Source: an optimization exercise on an open RTL-to-GDS flow (aim: small area and a short achievable clock period). Production flows keep margins and buffers that such runs may drop.
Function was checked by simulation only, so behaviour that the tests miss may differ from the original.
Power figures rest on the tool's default switching activity, not on a simulated workload.

Design even_pipe, start of the top module:
module even_pipe (
    input  wire logic         clk,
    input  wire logic         arst_n,
    input  wire logic         issue,
    input  wire logic [5:0]   opcode,
    input  wire logic [127:0] ra,
    input  wire logic [127:0] rb,
    input  wire logic [9:0]   imm10,
    input  wire logic [6:0]   imm7,
    input  wire logic [6:0]   rt_addr,
    output logic              wb_reg_wr_en,
    output logic [1:0]        wb_unit_id,
    output logic [6:0]        wb_rt_addr,
    output logic [127:0]      wb_rt_data
);
For scale: ~430 I/O pins, ~0.034 mm2 of cells after synthesis.
==> flow/config.mk <==
export PLATFORM = sky130hd
export DESIGN_NAME = even_pipe
export DESIGN_NICKNAME = even_pipe
export VERILOG_FILES = /design/flow/design.v
export SDC_FILE = /design/flow/constraint.sdc
export NUM_CORES = 4
export LEC_CHECK = 0
export CAP_MARGIN = 20
export CORE_MARGIN = 2
export CORE_UTILIZATION = 50
export CTS_CLUSTER_DIAMETER = 80
export CTS_CLUSTER_SIZE = 30
export SETUP_SLACK_MARGIN = 2.8
export SLEW_MARGIN = 20
==> flow/constraint.sdc <==
create_clock -name core_clock -period 5.0 [get_ports {clk}]
set_input_delay 1.0000 -clock core_clock [delete_from_list [all_inputs] [get_ports {clk}]]
set_output_delay 1.0000 -clock core_clock [all_outputs]
set_load 0.01 [all_outputs]
standard.sh (not shown) runs the stock make flow with config.mk's settings and CLKGATE_MAP_FILE= SYNTH_SCRIPT=/design/flow/synth_recipe.tcl, a recipe that flattens the netlist after the stock synthesis.
==> flow/flow/run.sh <==
#!/bin/bash
set -euo pipefail
export BUFFER_PORTS_ARGS="-buffer_cell sky130_fd_sc_hd__buf_1"
bash standard.sh > standard.log 2>&1
The starting point completed with no timing, DRC or antenna violations.
==> next run, changes <==
- CORE_UTILIZATION: 50 -> 40
Wire length increases by a few percent.
Cell count increases by a few percent.
Worst setup slack improved by 0.042 ns.
Design area increases by a few percent.
Synthesized cell count does not change.
Total power increases by a few percent.
Via count hardly moves.
Combinational power increases slightly.
Hold slack improved by 0.076 ns.
Area after synthesis stays the same.
Clock-buffer cell count increases by 3.

* * *

Another version of the RTL of even_pipe (not shown whole).
Size: roughly 570 flip-flops, ~430 I/O pins, ~0.035 mm^2 of cells after synthesis.
export LEC_CHECK = 0
export ABC_AREA = 1
export CAP_MARGIN = 20
export CORE_MARGIN = 2
export CORE_UTILIZATION = 40
export CTS_CLUSTER_DIAMETER = 80
export CTS_CLUSTER_SIZE = 30
export SETUP_SLACK_MARGIN = 2.8
export SLEW_MARGIN = 20
create_clock -name core_clock -period 5.0 [get_ports {clk}]
Scripts as last shown in full above: flow/flow/run.sh
The first run completed with no timing, DRC or antenna violations.
Edit:
Settings changed: ABC_AREA 1 to default, CTS_CLUSTER_DIAMETER 80 to 100.
What happened:
- non-clock buffer count falls by 14
- global-route usage is lower by 2.4 points
- utilization increases by 0.11 points

* * *

## run 1
RTL: one of the versions met above, not the one the previous note started from.
For scale: about 3,900 cells after synthesis, roughly 590 flip-flops, ~430 I/O pins.
==> flow/config.mk <==
export PLATFORM = sky130hd
export DESIGN_NAME = even_pipe
export DESIGN_NICKNAME = even_pipe
export VERILOG_FILES = /design/flow/design.v
export SDC_FILE = /design/flow/constraint.sdc
export NUM_CORES = 4
export LEC_CHECK = 0
export CAP_MARGIN = 20
export CORE_MARGIN = 2
export CORE_UTILIZATION = 45
export CTS_CLUSTER_DIAMETER = 80
export CTS_CLUSTER_SIZE = 30
export SETUP_SLACK_MARGIN = 2.8
export SLEW_MARGIN = 20
==> flow/constraint.sdc <==
create_clock -name core_clock -period 5.0 [get_ports {clk}]
set_input_delay 1.0000 -clock core_clock [delete_from_list [all_inputs] [get_ports {clk}]]
set_output_delay 1.0000 -clock core_clock [all_outputs]
set_load 0.01 [all_outputs]
Scripts as last shown in full above: flow/flow/run.sh
What run 2 does differently from run 1 at the input level:
Settings: swapping 45 for 60 in CORE_UTILIZATION.
Run 2 went all the way through synthesis, placement and routing and the layout is clean on timing, DRC and antenna.
A slowest library cell on the worst path of a222oi_1 is what run 2 shows, while o21ai_4 belongs to run 1.
Data arrival at the endpoint of the critical path, run 1 and run 2, lower one = run 1.
Cell area improves in run 2 relative to run 1.
Diff run 1 -> run 2: well tap count decreased by 23% relative to the old numbers; multi-input combinational cell count closely matched the old numbers; worst hold slack decreased by 0.076 ns relative to the old numbers.
The reported sequential group power in run 2 sits about 1% above the value recorded for run 1.
| final routed wirelength across all metal layers | run 2 vs run 1 | 9.0% higher |
Against run 1, detailed-placement wirelength estimate in run 2 rose by a few percent.
Compared with run 1, in run 2 utilization after layout climbed 18 points, wire length on met2 climbed 440 um.
#### Input delta (run 3 over run 2)
Settings: CORE_UTILIZATION now 70, was 60.
Notes after the runs:
- Run 3 vs. run 2: cell row count dropped 6, I/O pin count barely changed, effective utilization at floorplan climbed 9.8 points, number of instances in the synthesized netlist barely changed.
- Going from run 2 to run 3, cell area after placement shrank slightly.
- Lower die width among run 3 and run 2: run 3
- Status: run 3 FAILED at 5_1_grt (tool error)
- Worst-case setup slack after placement ends up lower on run 3.
- From run 2 to run 3, cell area after synthesis did not move at all.
#### Input delta (run 4 over run 3)
Settings: setting ABC_AREA to 1 for the first time; changing CORE_UTILIZATION from 70 to 40.
### Flow results
- When run 4 is set beside run 3, its simple-gate share of the synthesized area turns out to be 11 points larger.
- Both conditions hold for run 4: the flow ran to the end and the final layout passed the timing, DRC and antenna checks.
- Looking at unique cell type count in the Yosys netlist, run 4 sits below run 3.
- Arithmetic-cell share of the synthesized area counting full adders, half adders and majority gates delta (run 3 -> run 4): insignificant
- Run 4 — maximum level of the CTS H-tree 1 higher, run 3 as reference
- Diff run 3 -> run 4 | detailed placement HPWL | increase of 11,000 um
- Run 4 against run 3: total nets after synthesis now larger, area fraction in compound gates after synthesis now smaller, synthesized cell count now larger, initial standard-cell utilization of the core now smaller.
- When run 4 is set beside run 3, its synthesized area turns out to be 420 um^2 larger.

==> separate check: timing with driven ports <==
The flow's constraints put no driver on any port. The routed layouts listed below were extracted and timed again, unchanged, in two steps.
Step 1 (the two cells are an assumption about what drives the block):
set clk [get_ports {clk}]
set_driving_cell -lib_cell sky130_fd_sc_hd__clkbuf_16 $clk
set_driving_cell -lib_cell sky130_fd_sc_hd__buf_2 [delete_from_list [all_inputs] $clk]
Step 2 also shifts input and output timing later by t, the mid clock arrival at the registers, as if the neighbouring blocks saw the same clock.
a / b / c = ideal / step 1 / step 2; a / b = the first two.
run	t, ns	setup WS [ns]	slew at the worst register clock pin (ns)
the first run of note 1	0.714	2.720 / 2.720 / 2.151	0.11 / 0.11
the second run of note 1	0.671	2.762 / 2.762 / 2.204	0.11 / 0.11
the first run of note 2	0.686	2.750 / 2.750 / 2.251	0.11 / 0.11
the second run of note 2	0.717	2.750 / 2.750 / 2.111	0.12 / 0.12
run 1	0.663	2.756 / 2.792 / 2.129	0.11 / 0.11
run 2	0.704	2.450 / 2.450 / 1.852	0.12 / 0.12
run 4	0.657	2.759 / 2.759 / 2.102	0.12 / 0.12
After both steps every run listed still meets setup and hold. The setup slack of run 4, which loses most, moves by 0.000 ns with the drivers and by -0.657 ns with both steps.
